Background: an optimization exercise with open tools, aiming at small area. Do not read the settings as production practice. Function was checked by simulation only, so behaviour that the tests miss may differ from the original. Power and IR drop assume default switching activity.

### flow/flow/run.sh
#!/bin/bash
# Standard synthesis, then the standard ORFS layout steps with a leaner clock
# tree (larger sink clusters, no dummy loads) and the smallest buffer on each
# port. Every tool's output goes to a log file in this folder.
set -euo pipefail
bash standard.sh synth > synth.log 2>&1
bash standard.sh \
  'CTS_ARGS=-sink_clustering_enable -repair_clock_nets -dont_use_dummy_load -sink_clustering_size 24 -sink_clustering_max_diameter 45 -buf_list {sky130_fd_sc_hd__clkbuf_4 sky130_fd_sc_hd__clkbuf_8}' \
  'BUFFER_PORTS_ARGS=-inputs -outputs -buffer_cell sky130_fd_sc_hd__buf_1' \
  finish > layout.log 2>&1
### flow/constraint.sdc
create_clock -name core_clock -period 16.0 [get_ports {wb_clk_i}]
set_input_delay 3.2000 -clock core_clock [delete_from_list [all_inputs] [get_ports {wb_clk_i}]]
set_output_delay 3.2000 -clock core_clock [all_outputs]
set_load 0.01 [all_outputs]
### flow/design.v
package fabric_pkg;
  localparam int LUT_K   = 4;
  localparam int SEL_W   = 3;
  localparam int TRUTH_W = 2 ** LUT_K;
  localparam int TRUTH_LSB = 0;
  localparam int SEL_LSB   = 16;
  localparam int REG_BIT   = 28;
  localparam int REGION_FIELD_LSB = 8;
  localparam int REGION_FIELD_W   = 4;
  typedef logic [31:0] wb_addr_t;
  typedef logic [31:0] wb_data_t;
  typedef logic [3:0]  wb_sel_t;
  typedef logic [31:0]        cfg_word_t;
  typedef logic [TRUTH_W-1:0] truth_t;
  typedef logic [15:0]        push_count_t;
  typedef logic [REGION_FIELD_LSB-1:0] reg_offset_t;
  typedef logic [REGION_FIELD_W-1:0]   region_id_t;
  localparam reg_offset_t CTRL_OFFSET     = 8'h00;
  localparam reg_offset_t COL_OFFSET_BASE = 8'h04;
  typedef enum logic {
    REG_IDLE,
    REG_ACK
  } region_state_t;
endpackage
`timescale 1ns/1ps
module logic_cell #(
  parameter int WS = 4
) (
  input  logic                  wb_clk_i,
  input  logic                  arst_n_i,
  input  logic                  cen_i,
  input  logic                  cfg_shift_i,
  input  logic                  valid_i,
  input  logic [28:0]           cfg_i,
  input  logic [WS-1:0]         west_i,
  input  logic [WS-1:0]         fb_i,
  output logic [28:0]           cfg_o,
  output logic                  q_o,
  output logic                  out_o
);
  logic [28:0]                    cfg_q;
  fabric_pkg::truth_t             truth;
  logic [fabric_pkg::LUT_K-1:0]   lut_in_n;
  logic                           lut_out;
  logic                           ff_q;
  always_ff @(posedge wb_clk_i) begin
    if (cfg_shift_i) begin
      cfg_q <= cfg_i;
    end
  end
  assign truth = cfg_q[fabric_pkg::TRUTH_LSB +: fabric_pkg::TRUTH_W];
  for (genvar k = 0; k < fabric_pkg::LUT_K; k++) begin : g_sel
    logic [fabric_pkg::SEL_W-1:0] sel;
    assign sel = cfg_q[fabric_pkg::SEL_LSB + k * fabric_pkg::SEL_W +: fabric_pkg::SEL_W];
    logic west_sel;
    logic fb_sel;
    fabric_mux4 west_mux_i (.d_i(west_i), .s_i(sel[1:0]), .y_o(west_sel));
    fabric_mux4 fb_mux_i   (.d_i(fb_i),   .s_i(sel[1:0]), .y_o(fb_sel));
    fabric_mux2i in_mux_i (.d_i({fb_sel, west_sel}), .s_i(sel[2]), .y_no(lut_in_n[k]));
  end
  fabric_pkg::truth_t truth_rev;
  logic [3:0] lut_lo;
  logic       lut_raw;
  for (genvar b = 0; b < fabric_pkg::TRUTH_W; b++) begin : g_rev
    assign truth_rev[b] = truth[fabric_pkg::TRUTH_W-1-b];
  end
  for (genvar m = 0; m < 4; m++) begin : g_lut
    fabric_mux4 lut_mux_i (.d_i(truth_rev[4*m +: 4]), .s_i(lut_in_n[1:0]), .y_o(lut_lo[m]));
  end
  fabric_mux4 lut_top_i (.d_i(lut_lo), .s_i(lut_in_n[3:2]), .y_o(lut_raw));
  assign lut_out = valid_i & lut_raw;
  always_ff @(posedge wb_clk_i or negedge arst_n_i) begin
    if (!arst_n_i) begin
      ff_q <= 1'b0;
    end else if (cen_i) begin
      ff_q <= lut_out;
    end
  end
  assign out_o = valid_i & (cfg_q[fabric_pkg::REG_BIT] ? ff_q : lut_raw);
  assign q_o   = ff_q;
  assign cfg_o = cfg_q;
endmodule
module fabric_mux4 (
  input  logic [3:0] d_i,
  input  logic [1:0] s_i,
  output logic       y_o
);
  assign y_o = d_i[s_i];
endmodule
module fabric_mux2i (
  input  logic [1:0] d_i,
  input  logic       s_i,
  output logic       y_no
);
  assign y_no = ~d_i[s_i];
endmodule
`timescale 1ns/1ps
module clb_tile_unidir #(
  parameter int WS = 4
) (
  input  logic                  wb_clk_i,
  input  logic                  arst_n_i,
  input  logic                  cen_i,
  input  logic                  cfg_shift_i,
  input  logic [WS-1:0]         valid_i,
  input  logic [28:0]           cfg_i,
  input  logic [WS-1:0]         west_i,
  output logic [28:0]           cfg_o,
  output logic [WS-1:0]         east_o
);
  logic [28:0] cfg_chain [WS+1];
  logic [WS-1:0] q_bus;
  logic [WS-1:0] cell_out;
  assign cfg_chain[0] = cfg_i;
  for (genvar i = 0; i < WS; i++) begin : g_cell
    logic_cell #(
      .WS(WS)
    ) logic_cell_i (
      .wb_clk_i   (wb_clk_i),
      .arst_n_i   (arst_n_i),
      .cen_i      (cen_i),
      .cfg_shift_i(cfg_shift_i),
      .valid_i    (valid_i[i]),
      .cfg_i      (cfg_chain[i]),
      .west_i     (west_i),
      .fb_i       (q_bus),
      .cfg_o      (cfg_chain[i+1]),
      .q_o        (q_bus[i]),
      .out_o      (cell_out[i])
    );
  end
  assign cfg_o = cfg_chain[WS];
  assign east_o = cell_out;
endmodule
`timescale 1ns/1ps
module fabric_config_region #(
  parameter int COLS_PER_REGION    = 2,
  parameter int NUM_CONFIG_REGIONS = 2,
  parameter int CHAIN              = 8
) (
  input  logic                       wb_clk_i,
  input  logic                       arst_n_i,
  input  logic                       wbs_cyc_i,
  input  logic                       wbs_stb_i,
  input  logic                       wbs_we_i,
  input  fabric_pkg::wb_sel_t        wbs_sel_i,
  input  fabric_pkg::wb_addr_t       wbs_addr_i,
  input  fabric_pkg::wb_data_t       wbs_data_i,
  output logic                       wbs_ack_o,
  output fabric_pkg::wb_data_t       wbs_data_o,
  output logic [28:0]                cfg_o,
  output logic [NUM_CONFIG_REGIONS*COLS_PER_REGION-1:0] col_shift_o,
  output logic [NUM_CONFIG_REGIONS*COLS_PER_REGION*CHAIN-1:0] col_valid_o,
  output logic [NUM_CONFIG_REGIONS-1:0] cen_o
);
  localparam int NCOL = NUM_CONFIG_REGIONS * COLS_PER_REGION;
  fabric_pkg::reg_offset_t    offset;
  fabric_pkg::push_count_t    push_count_q [NCOL];
  logic [NUM_CONFIG_REGIONS-1:0] ack_q;
  logic [NUM_CONFIG_REGIONS-1:0] cen_q;
  logic [NUM_CONFIG_REGIONS-1:0] accept;
  logic [COLS_PER_REGION-1:0] col_sel;
  logic [COLS_PER_REGION-1:0] rd_col_q;
  logic [COLS_PER_REGION-1:0] wr_col_q;
  logic                       rd_ctrl_q;
  logic                       is_ctrl;
  logic                       full_word;
  logic [28:0]                cfg_q;
  assign offset    = wbs_addr_i[fabric_pkg::REGION_FIELD_LSB-1:0];
  assign is_ctrl   = (offset == fabric_pkg::CTRL_OFFSET);
  assign full_word = &wbs_sel_i;
  always_comb begin
    for (int c = 0; c < COLS_PER_REGION; c++) begin
      col_sel[c] = (offset == fabric_pkg::reg_offset_t'(fabric_pkg::COL_OFFSET_BASE + 4 * c));
    end
  end
  for (genvar r = 0; r < NUM_CONFIG_REGIONS; r++) begin : g_acc
    assign accept[r] = wbs_cyc_i && wbs_stb_i && !ack_q[r] &&
                       (wbs_addr_i[fabric_pkg::REGION_FIELD_LSB +: fabric_pkg::REGION_FIELD_W] ==
                        fabric_pkg::region_id_t'(r));
  end
  always_ff @(posedge wb_clk_i or negedge arst_n_i) begin
    if (!arst_n_i) begin
      ack_q <= '0;
      cen_q <= '0;
    end else begin
      ack_q <= accept;
      for (int r = 0; r < NUM_CONFIG_REGIONS; r++) begin
        if (accept[r] && wbs_we_i && is_ctrl && wbs_sel_i[0]) begin
          cen_q[r] <= wbs_data_i[0];
        end
      end
    end
  end
  always_ff @(posedge wb_clk_i) begin
    cfg_q     <= wbs_data_i[28:0];
    rd_ctrl_q <= !wbs_we_i && is_ctrl;
    rd_col_q  <= wbs_we_i ? '0 : col_sel;
    wr_col_q  <= (wbs_we_i && full_word) ? col_sel : '0;
  end
  for (genvar c = 0; c < NCOL; c++) begin : g_col
    assign col_shift_o[c] = ack_q[c / COLS_PER_REGION] && wr_col_q[c % COLS_PER_REGION];
    fabric_pkg::push_count_t toggle;
    always_comb begin
      toggle[0] = col_shift_o[c] && (push_count_q[c] != '1);
      for (int b = 1; b < 16; b++) begin
        toggle[b] = toggle[b-1] && push_count_q[c][b-1];
      end
    end
    always_ff @(posedge wb_clk_i or negedge arst_n_i) begin
      if (!arst_n_i) begin
        push_count_q[c] <= '0;
      end else begin
        push_count_q[c] <= push_count_q[c] ^ toggle;
      end
    end
    for (genvar j = 0; j < CHAIN; j++) begin : g_valid
      assign col_valid_o[c * CHAIN + j] = (push_count_q[c] > fabric_pkg::push_count_t'(j));
    end
  end
  always_comb begin
    wbs_data_o = '0;
    for (int r = 0; r < NUM_CONFIG_REGIONS; r++) begin
      wbs_data_o[0] = wbs_data_o[0] | (ack_q[r] & rd_ctrl_q & cen_q[r]);
      for (int c = 0; c < COLS_PER_REGION; c++) begin
        if (ack_q[r] && rd_col_q[c]) begin
          wbs_data_o[15:0] = wbs_data_o[15:0] | push_count_q[r * COLS_PER_REGION + c];
        end
      end
    end
  end
  assign wbs_ack_o = |ack_q;
  assign cfg_o     = cfg_q;
  assign cen_o     = cen_q;
endmodule
`timescale 1ns/1ps
module fpga_unidir #(
  parameter int MX                 = 4,
  parameter int MY                 = 2,
  parameter int WS                 = 4,
  parameter int NUM_CONFIG_REGIONS = 2
) (
  input  logic                  wb_clk_i,
  input  logic                  arst_n_i,
  input  logic                  wbs_cyc_i,
  input  logic                  wbs_stb_i,
  input  logic                  wbs_we_i,
  input  fabric_pkg::wb_sel_t   wbs_sel_i,
  input  fabric_pkg::wb_addr_t  wbs_addr_i,
  input  fabric_pkg::wb_data_t  wbs_data_i,
  output logic                  wbs_ack_o,
  output fabric_pkg::wb_data_t  wbs_data_o,
  input  logic [MY*WS-1:0]      fabric_in_i,
  output logic [MY*WS-1:0]      fabric_out_o
);
  localparam int COLS_PER_REGION = MX / NUM_CONFIG_REGIONS;
  localparam int CHAIN           = MY * WS;
  logic [WS-1:0]         west_w [MY][MX+1];
  logic [28:0]           cfg_w [MY+1][MX];
  logic [28:0]           bus_cfg;
  logic [MX-1:0]         col_shift;
  logic [MX*CHAIN-1:0]   col_valid;
  logic [NUM_CONFIG_REGIONS-1:0] region_cen;
  for (genvar y = 0; y < MY; y++) begin : g_row
    assign west_w[y][0]              = fabric_in_i[y*WS +: WS];
    assign fabric_out_o[y*WS +: WS]  = west_w[y][MX];
    for (genvar x = 0; x < MX; x++) begin : g_col
      clb_tile_unidir #(
        .WS(WS)
      ) clb_tile_unidir_i (
        .wb_clk_i   (wb_clk_i),
        .arst_n_i   (arst_n_i),
        .cen_i      (region_cen[x / COLS_PER_REGION]),
        .cfg_shift_i(col_shift[x]),
        .valid_i    (col_valid[x*CHAIN + y*WS +: WS]),
        .cfg_i      (cfg_w[y][x]),
        .west_i     (west_w[y][x]),
        .cfg_o      (cfg_w[y+1][x]),
        .east_o     (west_w[y][x+1])
      );
    end
  end
  for (genvar x = 0; x < MX; x++) begin : g_fan
    assign cfg_w[0][x] = bus_cfg;
  end
  fabric_config_region #(
    .COLS_PER_REGION   (COLS_PER_REGION),
    .NUM_CONFIG_REGIONS(NUM_CONFIG_REGIONS),
    .CHAIN             (CHAIN)
  ) fabric_config_region_i (
    .wb_clk_i   (wb_clk_i),
    .arst_n_i   (arst_n_i),
    .wbs_cyc_i  (wbs_cyc_i),
    .wbs_stb_i  (wbs_stb_i),
    .wbs_we_i   (wbs_we_i),
    .wbs_sel_i  (wbs_sel_i),
    .wbs_addr_i (wbs_addr_i),
    .wbs_data_i (wbs_data_i),
    .wbs_ack_o  (wbs_ack_o),
    .wbs_data_o (wbs_data_o),
    .cfg_o      (bus_cfg),
    .col_shift_o(col_shift),
    .col_valid_o(col_valid),
    .cen_o      (region_cen)
  );
endmodule
### flow/config.mk
export PLATFORM = sky130hd
export DESIGN_NAME = fpga_unidir
export DESIGN_NICKNAME = fpga_unidir
export VERILOG_FILES = /design/flow/design.v
export SDC_FILE = /design/flow/constraint.sdc
export NUM_CORES = 4
export LEC_CHECK = 0
export CAP_MARGIN = 5
export CORE_MARGIN = 2
export CORE_UTILIZATION = 70
export PLACE_DENSITY = 0.78
export SLEW_MARGIN = 5
export SYNTH_HIERARCHICAL = 1
### flow/standard.sh
#!/bin/bash
# synth_recipe.tcl (not shown) runs the flow's synth.tcl, then flattens the netlist and writes it again
# the make line also repeats each setting of config.mk as NAME=value (left out here)
make -C /OpenROAD-flow-scripts/flow DESIGN_CONFIG=/design/flow/config.mk WORK_HOME=/design/flow/orfs CLKGATE_MAP_FILE= SYNTH_SCRIPT=/design/flow/synth_recipe.tcl "${@:-finish}"
==> flow_metrics.tcl, run 1 <==
set metrics [dict create \
    syn_inst 2029 \
    fin_cells 3179 \
    cts_buffers 102 \
    grt_pass1_wl_um 136000 \
    worst_slack_ns 0.238 \
    grt_max_degree 145 \
    hold_path.class "register to register" \
    seq_area_frac_synth_pct 69.6 \
    gp_congestion 0.894 \
    dieArea_um2 65800 \
    crit_path_top_delay_cell "mux4_2" \
    drive_above_1_share_pct 29.5 \
    grt_usage_pct 28.3 \
    hpwlAfterDp_um 61000 \
    clk_latency_ns 0.73 \
    placed_cell_area_um2 46800 \
    synth_cell_types 31 \
    p_total_mw 4.44 \
    io_pins 122 \
    antenna_found_initial 15 \
    fin_util_pct 76.8 \
    yosys.area.top_type "edfxtp_1" \
    outcome "finished clean" \
    fmax_mhz 63.4 \
    fin_crit_ns 15.76 \
    hold_depth 0 \
    drc_errors 0 \
    portBuffers 82 \
    drt_iter0_markers 2368 \
    synth.top_cells.by_area "edfxtp_1, mux4_2, dfrtp_1" \
    placedCellCount 3065 \
    async_flop_share_pct 9.42 \
    rsz0062_at_grt "no" \
    synth_edf_count 928 \
    pwr_density_cell_nw_per_um2 91.6 \
    startpoint_type "primary input" \
    drv_slew 0 \
    synth_ff_type "edfxtp_1" \
    drt-vias-per-instance 6.86 \
    ant_nets 0 \
    cp_max_fo 11 \
    reg2reg_depth 29 \
    fin_crit_sh_pct 98.5 \
    reg2reg_slack_ns 5.91 \
    clockBufferDepth 3 \
    drtPass1Iterations 8 \
    required_ns 12.80 \
    hold_violations 0 \
    grt_overflow 0 \
    max_stage_delay_ns 0.55 \
    avgSynthCellArea_um2 22.0 \
    syn2layout_area_growth_pct 8.65 \
    core_um2 63100 \
    final_area_um2 48500 \
    ys_ff_latch 1062 \
    worstMarginPinSlew_ns 1.30 \
    syn_area_um2 44600 \
    worst-setup-path-type "primary input to output pin" \
    die_w_um 256 \
    path_clk_slew_ns 0.11 \
    grt_pass1_vias 22600 \
    p_leak_nw 16.4 \
    cp_num_cells 30 \
    cts_root_buf "clkbuf_8" \
    path_delay_family "multiplexers" \
    relSlewSlack_pct 13.0 \
    hold-worst-slack_ns 0.390 \
    ir_drop_uv 96.0 \
    worst-path-buf-inv 6 \
    cap_violations 0 \
    start_util_pct 70.7 \
    via_count 21800 \
    cts_hold_buf 0 \
    wl_um 90300 \
    yosysWarnings 17 \
    cts_max_level 3 \
    clock_skew_ns 0.0925 \
    cpMostUsedCell "mux4_2" \
    end_kind "output pin" \
    setup-violations-final 0 \
    cts_num_sinks 1062 \
    die_y_um 256 \
    arrival_ns 12.56 \
    cts_tree "done" \
    synth_top_area_share_pct 62.5 \
    rows 92 \
    final_net_count 2465 \
    wl_per_cell_um 28.4 \
    setup_tns_ns 0 \
    pre_cts_ws_ns -0.459 \
]
modules after synthesis, one instance, submodules excluded, excerpt:
module,flops+latches,copies in the design,cells inside
fabric_mux4,0,416,1
fabric_mux2i,0,128,1
synth_stat cells (all sizes together) (16+ instances only):
master	number
a22oi	30
nand2	38
inv	45
o21ai	36
mux2i	160
nand3	39
edfxtp	928
mux4	416
nor2b	32
dfrtp	100
buf	20
nor4	16
dfxtp	34
ha	60
flip-flops by register name, indices dropped and copies added (netlist names):
name,flops
fabric_config_region_i.wr_col_q,2
fabric_config_region_i.push_count_q,64
fabric_config_region_i.rd_col_q,2
fabric_config_region_i.cfg_q,29
fabric_config_region_i.rd_ctrl_q,1
fabric_config_region_i.cen_q,2
g_row.g_col.clb_tile_unidir_i.g_cell.logic_cell_i.ff_q,32
g_row.g_col.clb_tile_unidir_i.g_cell.logic_cell_i.cfg_q,928
fabric_config_region_i.ack_q,2
power by group:
part           total (mW)  switching [mW]  internal (mW)
Sequential           3.01          0.0284           2.98
Combinational      0.0661          0.0321         0.0340
Clock                1.37           0.801          0.565
routing by layer:
layer | up-vias | GRT usage (%) | share of wire, %
li1 | 9287 | - | -
met1 | 11400 | 39.9 | 38
met2 | 966 | 45.3 | 50
met3 | 155 | 5.36 | 8.0
met4 | 4 | 10.8 | 3.3
met5 | - | 0 | 0.030
area by class of cell:
| type | instances | area (µm²) |
|---|---|---|
| Multi-Input combinational cell | 913 | 13500 |
| Sequential cell | 1062 | 31000 |
| Fill cell | 3471 | 14600 |
| Clock buffer | 102 | 1400 |
| Tap cell | 846 | 1060 |
| Inverter | 45 | 199 |
| Antenna cell | 11 | 27.5 |
| Timing Repair Buffer | 200 | 1220 |
layout by cell type (no fill, tap or decap), drive strengths merged, types with 4 or more instances in the layout:
master,n
edfxtp,928
mux4,416
buf,195
mux2i,160
clkbuf,107
dfrtp,100
ha,60
inv,45
nand3,39
nand2,38
o21ai,36
dfxtp,34
nor2b,32
a22oi,30
conb,16
nor4,16
nor2,14
nand4,13
diode,11
nor3,9
nand2b,8
a41oi,4
and2,4
or3,4
a21o,4
xor2,4
worst paths after layout:
| kind | from | endpoint |
|---|---|---|
| setup / recovery | fabric_in_i[2] | fabric_out_o[2] |
| hold / removal | register | register |
| setup reg to reg | register | register |
| hold reg to reg | register | register |
| max in group asynchronous | arst_n_i | fabric_config_region_i.push_count_q[3][14] |
| min in group asynchronous | arst_n_i | asynchronous set/reset pin |
cell families after synthesis:
family	share of synthesized area [%]
AOI/OAI and AO/OA	1.11
muxes	24.6
other	0.00841
xor gates and xnor gates	0.0785
buffers and inverters	0.726
adders and majority gates	1.68
DFF	69.6
and+or+nand+nor	2.15
repair_timing:
action,4_1_cts,5_1_grt
hold endpoints to repair,0,0
setup endpoints to repair,4,8
gates resized for setup,21,38
setup buffers,0,1
==> run 2, diff against run 1 <==
==> flow/flow/run.sh (replaced) <==
#!/bin/bash
# Standard synthesis, then the standard ORFS layout steps with a leaner clock
# tree (larger sink clusters, no dummy loads) and the smallest buffer on each
# port. Every tool's output goes to a log file in this folder.
set -euo pipefail
bash standard.sh synth > synth.log 2>&1
bash standard.sh \
  'CTS_ARGS=-sink_clustering_enable -repair_clock_nets -dont_use_dummy_load -sink_clustering_size 30 -sink_clustering_max_diameter 45 -sink_clustering_buffer sky130_fd_sc_hd__clkbuf_16 -buf_list {sky130_fd_sc_hd__clkbuf_4 sky130_fd_sc_hd__clkbuf_8 sky130_fd_sc_hd__clkbuf_16}' \
  'BUFFER_PORTS_ARGS=-inputs -outputs -buffer_cell sky130_fd_sc_hd__buf_1' \
  finish > layout.log 2>&1
==> flow_metrics.tcl, run 2 <==
set metrics [dict create \
    grt_overflow 0 \
    yosys.area.top_type "edfxtp_1" \
    antenna_found_initial 18 \
    final_net_count 2465 \
    p_total_mw 5.09 \
    pre_cts_ws_ns -0.459 \
    drt_iter0_markers 2519 \
    yosysMostFrequentCell "edfxtp_1" \
    reg.largest.list "g_row.g_col.clb_tile_unidir_i.g_cell.logic_cell_i.cfg_q x928, fabric_config_region_i.push_count_q x64, g_row.g_col.clb_tile_unidir_i.g_cell.logic_cell_i.ff_q x32" \
    yosysWarnings 17 \
    dieArea_um2 65800 \
    synth_top_area_share_pct 62.5 \
    wl_um 97400 \
    drtPass1Iterations 6 \
    hold_violations 0 \
    relSlewSlack_pct 9.32 \
    placedCellCount 3065 \
    grt_pass1_vias 23100 \
    gp_congestion 0.894 \
    ant_nets 0 \
    startpoint_type "primary input" \
    path_clk_slew_ns 0.07 \
    end_kind "output pin" \
    die_w_um 256 \
    synth_edf_count 928 \
    setup-violations-final 0 \
    cts_buffers 102 \
    required_ns 12.80 \
    fmax_mhz 63.1 \
    reg2reg_slack_ns 5.85 \
    clock_skew_ns 0.0605 \
    hold_depth 0 \
    cts_tree "done" \
    max_stage_delay_ns 0.55 \
    synth_ff_type "edfxtp_1" \
    largest_register "g_row.g_col.clb_tile_unidir_i.g_cell.logic_cell_i.cfg_q" \
    grt_max_degree 145 \
    syn_area_um2 44600 \
    final_cell_mix "edfxtp_1, mux4_2, mux2i_1, buf_4, clkbuf_16" \
    synth.top_cells.by_area "edfxtp_1, mux4_2, dfrtp_1" \
    worst-setup-path-type "primary input to output pin" \
    cts_root_buf "clkbuf_16" \
    async_flop_share_pct 9.42 \
    ys_ff_latch 1062 \
    arrival_ns 12.64 \
    syn2layout_area_growth_pct 11.4 \
    wl_per_cell_um 30.6 \
    core_um2 63100 \
    fin_cells 3179 \
    ir_drop_uv 140 \
    clk_latency_ns 0.67 \
    clockBufferDepth 3 \
    via_count 22300 \
    rows 92 \
    drt-vias-per-instance 7.03 \
    cts_hold_buf 0 \
    largest_register_ffs 928 \
    hpwlAfterDp_um 61000 \
    avgSynthCellArea_um2 22.0 \
    cp_max_fo 11 \
    drc_errors 0 \
    crit_path_top_delay_cell "mux4_2" \
    grt_pass1_wl_um 145000 \
    io_pins 122 \
    layout_commonest_cell "edfxtp_1" \
    final_area_um2 49700 \
    pwr_density_cell_nw_per_um2 102 \
    cpMostUsedCell "mux4_2" \
    worst_slack_ns 0.156 \
    portBuffers 82 \
    fin_crit_sh_pct 99.0 \
    cts_max_level 3 \
    placed_cell_area_um2 46800 \
    setup_tns_ns 0 \
    fin_crit_ns 15.84 \
    die_y_um 256 \
    syn_inst 2029 \
    netlist_top_cells_count "edfxtp_1, mux4_2, mux2i_1, dfrtp_1, ha_1" \
    synth_cell_types 31 \
    drive_above_1_share_pct 29.8 \
    worstMarginPinSlew_ns 1.36 \
    reg2reg_depth 29 \
    start_util_pct 70.7 \
    grt_usage_pct 30.3 \
    p_leak_nw 17.0 \
    hold_path.class "register to register" \
    outcome "finished clean" \
    cts_num_sinks 1062 \
    cap_violations 0 \
    seq_area_frac_synth_pct 69.6 \
    drv_slew 0 \
]
## run 2: cell counts after synthesis
Identical to the previous run, type by type.
## run 2: worst max-delay path, delay by kind of cell
kind | cells | cell delay (ns)
buffers and inverters | 6 | 1.13
muxes | 20 | 7.66
and+or+nand+nor | 4 | 0.62
## run 2: cell families after synthesis
logic type | count (synthesis) | synth area share [%]
xor+xnor | 4 | 0.0785
compound gates | 77 | 1.11
flops | 1062 | 69.6
fa+ha+maj | 60 | 1.68
mux | 578 | 24.6
buf+inv | 69 | 0.726
simple gates | 178 | 2.15
other cells | 1 | 0.00841
## run 2: cell type report
cell class	instances	area [µm²]
sequential	1062	31000
multi-input combinational	913	13600
fill	3222	13400
clock buffer	102	2550
timing repair buffer	200	1220
tap	846	1060
inverter	45	199
antenna	11	27.5
## run 2: what timing repair did
action	CTS	global route
resized for setup	42	31
setup endpoints to repair	8	8
hold endpoints to repair	0	0
setup buffers	1	0
## run 2: modules after synthesis (local to each module, per instance), a selection
module	area, µm²	cells inside	flip-flops and latches
fabric_mux2i	10.0	1	0
fabric_mux4	22.5	1	0
## run 2: how the worst max path moves through the flow
stage / from / to / slack, ns / cells after the start
after floorplan: fabric_in_i[7] / fabric_out_o[4] / 0.89 / 24
after global placement: fabric_in_i[7] / fabric_out_o[5] / -0.44 / 30
after detailed placement: fabric_in_i[7] / fabric_out_o[5] / -0.46 / 30
after CTS: fabric_in_i[7] / fabric_out_o[5] / 0.01 / 32
after global routing: fabric_in_i[3] / fabric_out_o[3] / -0.07 / 31
final: fabric_in_i[2] / fabric_out_o[3] / 0.16 / 30
## run 2: power breakdown
part	internal (mW)	switching (mW)	total, mW
combinational	0.0343	0.0339	0.0682
sequential	2.98	0.0291	3.01
clock	1.11	0.898	2.01
## run 2: routing by layer
layer	wire, µm	share of wire (%)	GRT usage [%]
met1	35300	36	41.1
met2	49800	51	49.9
met3	8320	8.5	5.98
met4	3880	4.0	12.1
met5	66	0.068	0
## run 2: metrics by stage
step                util [%]  hold slack, ns
global route            78.7           0.440
detailed placement      74.2           0.428
floorplan                  -           0.421
CTS                     78.5           0.419
global placement        74.2           0.425
finish                  78.8           0.412

==> re-timing with driven ports <==
The results above use ideal ports. As a check the final layouts listed here were re-extracted and re-timed, cells and wires unchanged.
Step 1 assumes that a clkbuf_16 drives the clock port and a buf_2 every other input.
Step 2, shift: input delay + t, output delay - t, t = (earliest + latest rising clock arrival at the registers) / 2. This alone moves slack from input paths to output paths.
Three values: ideal, step 1, step 2; two values: the first two.
run	t, ns	slack for setup (ns)	clock arrival spread, ns
run 1	0.751	0.238 / 0.215 / 0.215	0.098 / 0.098
run 2	0.706	0.156 / 0.133 / 0.133	0.060 / 0.060
After both steps setup and hold are still met in every run listed.
